Source: an optimization exercise on an open RTL-to-GDS flow (aim: small area). Production flows keep margins and buffers that such runs may drop. RTL that was checked went through simulation tests only; none was proved equivalent to the original. Power and IR drop assume default switching activity.

== build 85 ==
==> flow/design.v <==
package hwsw_pkg;
   localparam int COORD_W = 10;
   localparam logic [1:0] IDLE_P = 2'd0;
   localparam logic [1:0] X_P    = 2'd1;
   localparam logic [1:0] Y_P    = 2'd2;
   localparam logic [1:0] ST_P   = 2'd3;
   localparam logic [1:0] S_IDLE    = 2'd0;
   localparam logic [1:0] S_CAPTURE = 2'd1;
   localparam logic [1:0] S_ACK     = 2'd2;
   localparam int REC_W = 2*COORD_W + 6;
endpackage
module hwsw_obj_slot #(
   parameter int SLOT_IDX = 0,
   parameter int SCREEN_H = 480
) (
   input  logic                         clk,
   input  logic                         reset,
   input  logic                         wr_x,        
   input  logic                         wr_y,        
   input  logic                         wr_st,       
   input  logic [31:0]                  wr_data,
   input  logic                         commit,
   output logic [hwsw_pkg::COORD_W-1:0] active_x,
   output logic [hwsw_pkg::COORD_W-1:0] active_y,
   output logic [2:0]                   active_state,
   output logic [2:0]                   active_typ
);
   localparam int CW = hwsw_pkg::COORD_W;
   localparam bit YFLIP = 1'b0;
   localparam logic [CW-1:0] SCREEN_H_C = CW'(SCREEN_H);
   logic [CW-1:0] sh_x_q, sh_y_q;
   logic [2:0]    sh_st_q, sh_ty_q;
   logic [CW-1:0] ac_x_q, ac_y_q;
   logic [2:0]    ac_st_q, ac_ty_q;
   logic [CW-1:0] y_in;
   assign y_in = (YFLIP && (SLOT_IDX != 0)) ? SCREEN_H_C - wr_data[CW-1:0]
                                            : wr_data[CW-1:0];
   always_ff @(posedge clk) begin
      if (wr_x)  sh_x_q  <= wr_data[CW-1:0];
      if (wr_y)  sh_y_q  <= y_in;
      if (wr_st) begin
         sh_st_q <= wr_data[2:0];
         sh_ty_q <= wr_data[5:3];
      end
   end
   always_ff @(posedge clk or posedge reset) begin
      if (reset) begin
         ac_x_q  <= '0;
         ac_y_q  <= '0;
         ac_st_q <= '0;
         ac_ty_q <= '0;
      end else if (commit) begin
         ac_x_q  <= sh_x_q;
         ac_y_q  <= sh_y_q;
         ac_st_q <= sh_st_q;
         ac_ty_q <= sh_ty_q;
      end
   end
   assign active_x     = ac_x_q;
   assign active_y     = ac_y_q;
   assign active_state = ac_st_q;
   assign active_typ   = ac_ty_q;
endmodule
module hwsw_frame_commit #(
   parameter int NUM_OBJ  = 16,
   parameter int SCREEN_H = 480
) (
   input  logic                                 clk,
   input  logic                                 reset,
   input  logic [1:0]                           to_hw_sig,
   input  logic [NUM_OBJ*32-1:0]                to_hw_data,
   input  logic                                 frame_start,
   output logic [1:0]                           to_sw_sig,
   output logic [NUM_OBJ*hwsw_pkg::COORD_W-1:0] obj_x,
   output logic [NUM_OBJ*hwsw_pkg::COORD_W-1:0] obj_y,
   output logic [NUM_OBJ*3-1:0]                 obj_state,
   output logic [NUM_OBJ*3-1:0]                 obj_type,
   output logic                                 frame_committed,
   output logic                                 proto_err
);
   localparam int CW = hwsw_pkg::COORD_W;
   logic [1:0]  state_q, state_d;
   logic [1:0]  cur_phase_q, cur_phase_d;
   logic [1:0]  to_sw_sig_q, to_sw_sig_d;
   logic [2:0]  seen_mask_q, seen_mask_d;
   logic        frame_committed_q, frame_committed_d;
   logic        proto_err_q, proto_err_d;
   logic        commit;
   logic [1:0]  wr_phase;
   logic [2:0]  cur_bit;
   always_comb begin
      case (cur_phase_q)
         hwsw_pkg::X_P:  cur_bit = 3'b010;
         hwsw_pkg::Y_P:  cur_bit = 3'b100;
         hwsw_pkg::ST_P: cur_bit = 3'b001;
         default:        cur_bit = 3'b000;
      endcase
   end
   always_comb begin
      state_d           = state_q;
      cur_phase_d       = cur_phase_q;
      to_sw_sig_d       = to_sw_sig_q;
      proto_err_d       = proto_err_q;
      commit            = frame_start && (seen_mask_q == 3'b111);
      frame_committed_d = commit;
      wr_phase          = (state_q == hwsw_pkg::S_CAPTURE) ? cur_phase_q : hwsw_pkg::IDLE_P;
      seen_mask_d       = commit ? 3'b000 : seen_mask_q;
      case (state_q)
         hwsw_pkg::S_IDLE: begin
            to_sw_sig_d = 2'd0;
            if (to_hw_sig != 2'd0) begin
               cur_phase_d = to_hw_sig;
               state_d     = hwsw_pkg::S_CAPTURE;
            end
         end
         hwsw_pkg::S_CAPTURE: begin
            seen_mask_d = seen_mask_d | cur_bit;
            to_sw_sig_d = cur_phase_q;
            state_d     = hwsw_pkg::S_ACK;
         end
         hwsw_pkg::S_ACK: begin
            if (to_hw_sig == 2'd0) begin
               to_sw_sig_d = 2'd0;
               state_d     = hwsw_pkg::S_IDLE;
            end else if (to_hw_sig != cur_phase_q) begin
               proto_err_d = 1'b1;
            end
         end
         default: begin
            to_sw_sig_d = 2'd0;
            state_d     = hwsw_pkg::S_IDLE;
         end
      endcase
   end
   always_ff @(posedge clk or posedge reset) begin
      if (reset) begin
         state_q           <= hwsw_pkg::S_IDLE;
         cur_phase_q       <= hwsw_pkg::IDLE_P;
         to_sw_sig_q       <= 2'd0;
         seen_mask_q       <= 3'b000;
         frame_committed_q <= 1'b0;
         proto_err_q       <= 1'b0;
      end else begin
         state_q           <= state_d;
         cur_phase_q       <= cur_phase_d;
         to_sw_sig_q       <= to_sw_sig_d;
         seen_mask_q       <= seen_mask_d;
         frame_committed_q <= frame_committed_d;
         proto_err_q       <= proto_err_d;
      end
   end
   assign to_sw_sig       = to_sw_sig_q;
   assign frame_committed = frame_committed_q;
   assign proto_err       = proto_err_q;
   for (genvar i = 0; i < NUM_OBJ; i++) begin : g_slot
      hwsw_obj_slot #(
         .SLOT_IDX (i),
         .SCREEN_H (SCREEN_H)
      ) u_slot (
         .clk          (clk),
         .reset        (reset),
         .wr_x         (wr_phase == hwsw_pkg::X_P),
         .wr_y         (wr_phase == hwsw_pkg::Y_P),
         .wr_st        (wr_phase == hwsw_pkg::ST_P),
         .wr_data      (to_hw_data[32*i +: 32]),
         .commit       (commit),
         .active_x     (obj_x[CW*i +: CW]),
         .active_y     (obj_y[CW*i +: CW]),
         .active_state (obj_state[3*i +: 3]),
         .active_typ   (obj_type[3*i +: 3])
      );
   end
endmodule
clock: 5.0 ns
lec_check: 0
abc_area: 1
cap_margin: 20
core_margin: 2
core_utilization: 60
slew_margin: 20
run.sh (not shown) runs the stock make flow with config.mk's settings and CLKGATE_MAP_FILE= SYNTH_SCRIPT=/design/flow/synth_recipe.tcl, a recipe that flattens the netlist after the stock synthesis.
Build 85 never completed; the flow aborted with a tool error in I/O pin placement.
Modified inputs, build 69 compared to build 85
- CORE_UTILIZATION now 40, was 60
Results
No stage failed in build 69, and the final checks on the layout all came back clean. Build 69 and build 85 ended up with nearly the same net count of the mapped netlist. For horizontal die dimension, dividing the value from build 85 by the value from build 69 gives 0.819. Build 69 -> build 85: synthesized cell count delta 0, exact match. In build 69, floorplan die height is higher than in build 85.
The following lists how build 95 was set up differently from build 69:
- a deleted ABC_AREA that had been 1
[summary]
- | via count | build 95 vs build 69 | better |
- Changes observed in build 95 relative to build 69: maximum clock frequency saw an increase; fraction of area in multi-input gates saw a decrease.
- Measured against each other, build 69 and build 95 differ in detail-routed via count per cell, the higher figure coming from build 69.
- NOTE final cell count build 69->build 95 decreased slightly
- Re final period utilization: build 69 and build 95 aren't equal, and the higher value belongs to build 69.
- Diff build 69 and build 95: post-route core utilization higher in build 95
- Taking build 69 as the reference, in build 95 design area -630 um2; final critical delay including setup and external delays fell 0.21 ns.
- Initial antenna violation count on build 95 is down relative to build 69.
No run of this note included a check of the RTL's function; only the layout flow was run.

Another version of the RTL of hwsw_frame_commit (not shown whole).
For scale: about 1,900 cells after synthesis, ~840 flip-flops.
// hwsw_frame_commit
module hwsw_frame_commit #(
   parameter int NUM_OBJ  = 16,
   parameter int SCREEN_H = 480
) (
   input  logic                                 clk,
   input  logic                                 reset,
   input  logic [1:0]                           to_hw_sig,
   input  logic [NUM_OBJ*32-1:0]                to_hw_data,
   input  logic                                 frame_start,
   output logic [1:0]                           to_sw_sig,
   output logic [NUM_OBJ*hwsw_pkg::COORD_W-1:0] obj_x,
   output logic [NUM_OBJ*hwsw_pkg::COORD_W-1:0] obj_y,
   output logic [NUM_OBJ*3-1:0]                 obj_state,
   output logic [NUM_OBJ*3-1:0]                 obj_type,
   output logic                                 frame_committed,
   output logic                                 proto_err
);
   localparam int CW = hwsw_pkg::COORD_W;
   logic [1:0]  state_q, state_d;
   logic [1:0]  cur_phase_q, cur_phase_d;
   logic [1:0]  to_sw_sig_q, to_sw_sig_d;
   logic [2:0]  seen_mask_q, seen_mask_d;
   logic        frame_committed_q, frame_committed_d;
  ...
Settings: LEC_CHECK=0, CAP_MARGIN=5, CORE_MARGIN=2, CORE_UTILIZATION=40, SLEW_MARGIN=5, SYNTH_HIERARCHICAL=1, SYNTH_MINIMUM_KEEP_SIZE=0; clock period 5.0 ns.
standard.sh (not shown) runs the stock make flow with config.mk's settings and CLKGATE_MAP_FILE= SYNTH_SCRIPT=/design/flow/synth_recipe.tcl, a recipe that flattens the netlist after the stock synthesis.
==> flow/flow/run.sh <==
#!/bin/bash
# Own layout flow: the standard ORFS flow (standard.sh, synthesis
# unchanged), with smaller port buffers, a lighter clock tree and synthesis's
# speed-sized gates brought back to their smallest drive strength.
# Power grid, tap cells, placement and routing are the standard flow's.
set -euo pipefail
cd "$(dirname "$0")/.."
HERE="$(pwd)"

# Every input and output port still gets its own buffer; it is buf_1 rather
# than the flow's default pick, as the ports only drive/see light loads.
export BUFFER_PORTS_ARGS="-buffer_cell sky130_fd_sc_hd__buf_1"

# After floorplan: smallest drive strength for each logic gate; placement's
# repair_design and the later timing repairs size up where needed.
export POST_FLOORPLAN_TCL="$HERE/flow/downsize.tcl"

# Clock tree of clkbuf_8 clusters, without the dummy loads CTS adds for
# balancing.
export CTS_ARGS="-sink_clustering_enable -repair_clock_nets -dont_use_dummy_load -buf_list {sky130_fd_sc_hd__clkbuf_8} -sink_clustering_size 18 -sink_clustering_max_diameter 80"

bash standard.sh > standard_flow.log 2>&1
==> flow/flow/downsize.tcl <==
# Swap every combinational logic cell to the smallest drive strength of the
# same cell (same function and pins). Synthesis sizes some cells up for speed
# that this design does not need; later repair steps size up again wherever
# slew, capacitance or timing call for it.
set db [ord::get_db]
set block [[$db getChip] getBlock]
set dont_use [list]
if { [info exists ::env(DONT_USE_CELLS)] } { set dont_use $::env(DONT_USE_CELLS) }
set masters [dict create]
foreach lib [$db getLibs] {
  foreach m [$lib getMasters] {
    set n [$m getName]
    if { [regexp {^(sky130_fd_sc_hd__[a-z0-9]+)_([0-9]+)$} $n -> base drv] } {
      if { [lsearch -exact $dont_use $n] >= 0 } { continue }
      dict lappend masters $base $m
    }
  }
}
set swapped 0
foreach inst [$block getInsts] {
  set m [$inst getMaster]
  set n [$m getName]
  if { ![regexp {^(sky130_fd_sc_hd__[a-z0-9]+)_([0-9]+)$} $n -> base drv] } { continue }
  set short [string range $base 16 end]
  if { [regexp {^(df|dl|sdf|edf|sedf|tap|fill|decap|conb|clk|buf|bufinv|dly|diode|probe|lpflow|macro)} $short] } { continue }
  if { ![dict exists $masters $base] } { continue }
  set best $m
  set best_area [expr { [$m getWidth] * [$m getHeight] }]
  foreach c [dict get $masters $base] {
    set a [expr { [$c getWidth] * [$c getHeight] }]
    if { $a < $best_area } { set best $c; set best_area $a }
  }
  if { $best ne $m } {
    $inst swapMaster $best
    incr swapped
  }
}
puts "downsize: swapped $swapped cells to smaller drive strengths"
The first run completed with no timing, DRC or antenna violations.
Edit:
Settings changed: CORE_UTILIZATION 40 to 48.
Now the flow failed in 3_2_place_iop (PPL-0024).
Synthesized cell count is unchanged.
Synthesized area is unchanged.
Edit:
--- a/flow/flow/run.sh
+++ b/flow/flow/run.sh
@@ -18,5 +18,5 @@
 # Clock tree of clkbuf_8 clusters, without the dummy loads CTS adds for
 # balancing.
-export CTS_ARGS="-sink_clustering_enable -repair_clock_nets -dont_use_dummy_load -buf_list {sky130_fd_sc_hd__clkbuf_8} -sink_clustering_size 18 -sink_clustering_max_diameter 80"
+export CTS_ARGS="-sink_clustering_enable -repair_clock_nets -dont_use_dummy_load -buf_list {sky130_fd_sc_hd__clkbuf_8 sky130_fd_sc_hd__clkbuf_16} -sink_clustering_size 20 -sink_clustering_max_diameter 80"
 
 bash standard.sh > standard_flow.log 2>&1
--- a/flow/flow/downsize.tcl
+++ b/flow/flow/downsize.tcl
@@ -23,5 +23,5 @@
   if { ![regexp {^(sky130_fd_sc_hd__[a-z0-9]+)_([0-9]+)$} $n -> base drv] } { continue }
   set short [string range $base 16 end]
-  if { [regexp {^(df|dl|sdf|edf|sedf|tap|fill|decap|conb|clk|buf|bufinv|dly|diode|probe|lpflow|macro)} $short] } { continue }
+  if { [regexp {^(df|dl|sdf|edf|sedf|tap|fill|decap|conb|clk|buf|inv|bufinv|dly|diode|probe|lpflow|macro)} $short] } { continue }
   if { ![dict exists $masters $base] } { continue }
   set best $m
Settings changed: CAP_MARGIN 5 to 20, CORE_UTILIZATION 48 to 40, SLEW_MARGIN 5 to 20.
This time the run finished with timing, DRC and antenna clean.
Area after synthesis stays the same.
Synthesized cell count does not change.
Edit:
--- a/flow/flow/run.sh
+++ b/flow/flow/run.sh
@@ -18,5 +18,5 @@
 # Clock tree of clkbuf_8 clusters, without the dummy loads CTS adds for
 # balancing.
-export CTS_ARGS="-sink_clustering_enable -repair_clock_nets -dont_use_dummy_load -buf_list {sky130_fd_sc_hd__clkbuf_8 sky130_fd_sc_hd__clkbuf_16} -sink_clustering_size 20 -sink_clustering_max_diameter 80"
+export CTS_ARGS="-sink_clustering_enable -repair_clock_nets -dont_use_dummy_load -buf_list {sky130_fd_sc_hd__clkbuf_8} -sink_clustering_size 19 -sink_clustering_max_diameter 80"
 
 bash standard.sh > standard_flow.log 2>&1
--- a/flow/flow/downsize.tcl
+++ b/flow/flow/downsize.tcl
@@ -23,5 +23,5 @@
   if { ![regexp {^(sky130_fd_sc_hd__[a-z0-9]+)_([0-9]+)$} $n -> base drv] } { continue }
   set short [string range $base 16 end]
-  if { [regexp {^(df|dl|sdf|edf|sedf|tap|fill|decap|conb|clk|buf|inv|bufinv|dly|diode|probe|lpflow|macro)} $short] } { continue }
+  if { [regexp {^(df|dl|sdf|edf|sedf|tap|fill|decap|conb|clk|buf|bufinv|dly|diode|probe|lpflow|macro)} $short] } { continue }
   if { ![dict exists $masters $base] } { continue }
   set best $m
Settings changed: CAP_MARGIN 20 to 5, SLEW_MARGIN 20 to 5.
Sequential share of layout area rose by 1.1 points; routed wire length hardly moves; via count rose by 0.57%; cell area fell by 1.8%; global-route usage fell by 0.11 points; worst setup slack improves by 0.038 ns; critical path depth is unchanged; non-clock buffer count fell by 1; hold slack degrades by 0.029 ns; first-iteration DRC count fell by 6.5%; synthesized cell count stays the same.
Edit:
--- a/flow/flow/run.sh
+++ b/flow/flow/run.sh
@@ -18,5 +18,5 @@
 # Clock tree of clkbuf_8 clusters, without the dummy loads CTS adds for
 # balancing.
-export CTS_ARGS="-sink_clustering_enable -repair_clock_nets -dont_use_dummy_load -buf_list {sky130_fd_sc_hd__clkbuf_8} -sink_clustering_size 19 -sink_clustering_max_diameter 80"
+export CTS_ARGS="-sink_clustering_enable -repair_clock_nets -dont_use_dummy_load -buf_list {sky130_fd_sc_hd__clkbuf_16} -sink_clustering_size 40 -sink_clustering_max_diameter 60"
 
 bash standard.sh > standard_flow.log 2>&1
--- a/flow/flow/downsize.tcl
+++ b/flow/flow/downsize.tcl
@@ -23,5 +23,5 @@
   if { ![regexp {^(sky130_fd_sc_hd__[a-z0-9]+)_([0-9]+)$} $n -> base drv] } { continue }
   set short [string range $base 16 end]
-  if { [regexp {^(df|dl|sdf|edf|sedf|tap|fill|decap|conb|clk|buf|bufinv|dly|diode|probe|lpflow|macro)} $short] } { continue }
+  if { [regexp {^(df|dl|sdf|edf|sedf|tap|fill|decap|conb|clk|buf|inv|bufinv|dly|diode|probe|lpflow|macro)} $short] } { continue }
   if { ![dict exists $masters $base] } { continue }
   set best $m
Settings changed: CAP_MARGIN 5 to 20, SLEW_MARGIN 5 to 20.
=> The new run completed without violations; die area does not change; clock power grows by about 37%; power grows by about 5%; combinational power is about the same; register-to-register slack barely changes; count of clock-buffer cells in the layout grows by 2; final area grows by about 2%; sequential power stays flat; wire length grows by 0.35%; first-iteration DRC count grows by 11%.
Edit:
--- a/flow/flow/run.sh
+++ b/flow/flow/run.sh
@@ -18,5 +18,5 @@
 # Clock tree of clkbuf_8 clusters, without the dummy loads CTS adds for
 # balancing.
-export CTS_ARGS="-sink_clustering_enable -repair_clock_nets -dont_use_dummy_load -buf_list {sky130_fd_sc_hd__clkbuf_16} -sink_clustering_size 40 -sink_clustering_max_diameter 60"
+export CTS_ARGS="-sink_clustering_enable -repair_clock_nets -dont_use_dummy_load -buf_list {sky130_fd_sc_hd__clkbuf_8} -sink_clustering_size 18 -sink_clustering_max_diameter 80"
 
 bash standard.sh > standard_flow.log 2>&1
--- a/flow/flow/downsize.tcl
+++ b/flow/flow/downsize.tcl
@@ -23,5 +23,5 @@
   if { ![regexp {^(sky130_fd_sc_hd__[a-z0-9]+)_([0-9]+)$} $n -> base drv] } { continue }
   set short [string range $base 16 end]
-  if { [regexp {^(df|dl|sdf|edf|sedf|tap|fill|decap|conb|clk|buf|inv|bufinv|dly|diode|probe|lpflow|macro)} $short] } { continue }
+  if { [regexp {^(df|dl|sdf|edf|sedf|tap|fill|decap|conb|clk|buf|bufinv|dly|diode|probe|lpflow|macro)} $short] } { continue }
   if { ![dict exists $masters $base] } { continue }
   set best $m
Settings changed: CAP_MARGIN 20 to 5, GPL_ROUTABILITY_DRIVEN set to 0, GPL_TIMING_DRIVEN set to 0, SLEW_MARGIN 20 to 5.
Synthesized area stays the same.
Worst setup slack gains 0.079 ns.
Critical path depth is higher by 1.
Fmax increases by a few percent.
Via count came out higher by a few percent.
Flip-flop and latch count stays the same.
Clock-buffer cell count increases by 1.
Combinational power came out higher by a few percent.

re-timing with driven ports:
In the flow no input, the clock included, has a driving cell. The finished layouts below were timed again as built, in two steps.
Step 1 sets driving cells, clkbuf_16 on the clock port and buf_2 on the other inputs (assumed; they add their load-dependent delay and slew).
Step 2, shift: input delay + t, output delay - t, t = (earliest + latest rising clock arrival at the registers) / 2. This alone moves slack from input paths to output paths.
Three values: ideal, step 1, step 2; two values: the first two.
| run | shift t [ns] | slack for setup (ns) | worst hold slack (ns) | worst setup path after step 2 | slew at the worst register clock pin (ns) |
|---|---|---|---|---|---|
| build 69 | 0.675 | 2.026 / 1.979 / 1.304 | 0.432 / 0.432 / 0.432 | input to register | 0.07 / 0.07 |
| build 95 | 0.677 | 2.237 / 2.205 / 1.528 | 0.432 / 0.432 / 0.432 | input to register | 0.06 / 0.06 |
| the first run of note 2 | 0.725 | 1.646 / 1.646 / 1.646 | 0.469 / 0.469 / 0.469 | register to register | 0.12 / 0.12 |
| the third run of note 2 | 0.647 | 1.615 / 1.615 / 1.615 | 0.465 / 0.465 / 0.465 | register to register | 0.08 / 0.08 |
| the fourth run of note 2 | 0.713 | 1.653 / 1.653 / 1.653 | 0.436 / 0.436 / 0.436 | register to register | 0.12 / 0.12 |
| the fifth run of note 2 | 0.656 | 1.664 / 1.664 / 1.664 | 0.458 / 0.458 / 0.458 | register to register | 0.10 / 0.10 |
| the sixth run of note 2 | 0.705 | 1.743 / 1.713 / 1.008 | 0.427 / 0.427 / 0.427 | input to register | 0.11 / 0.11 |
After both steps every run listed still meets setup and hold. For the sixth run of note 2, which loses most, drivers alone change the setup slack by -0.030 ns; drivers and shift together by -0.735 ns.
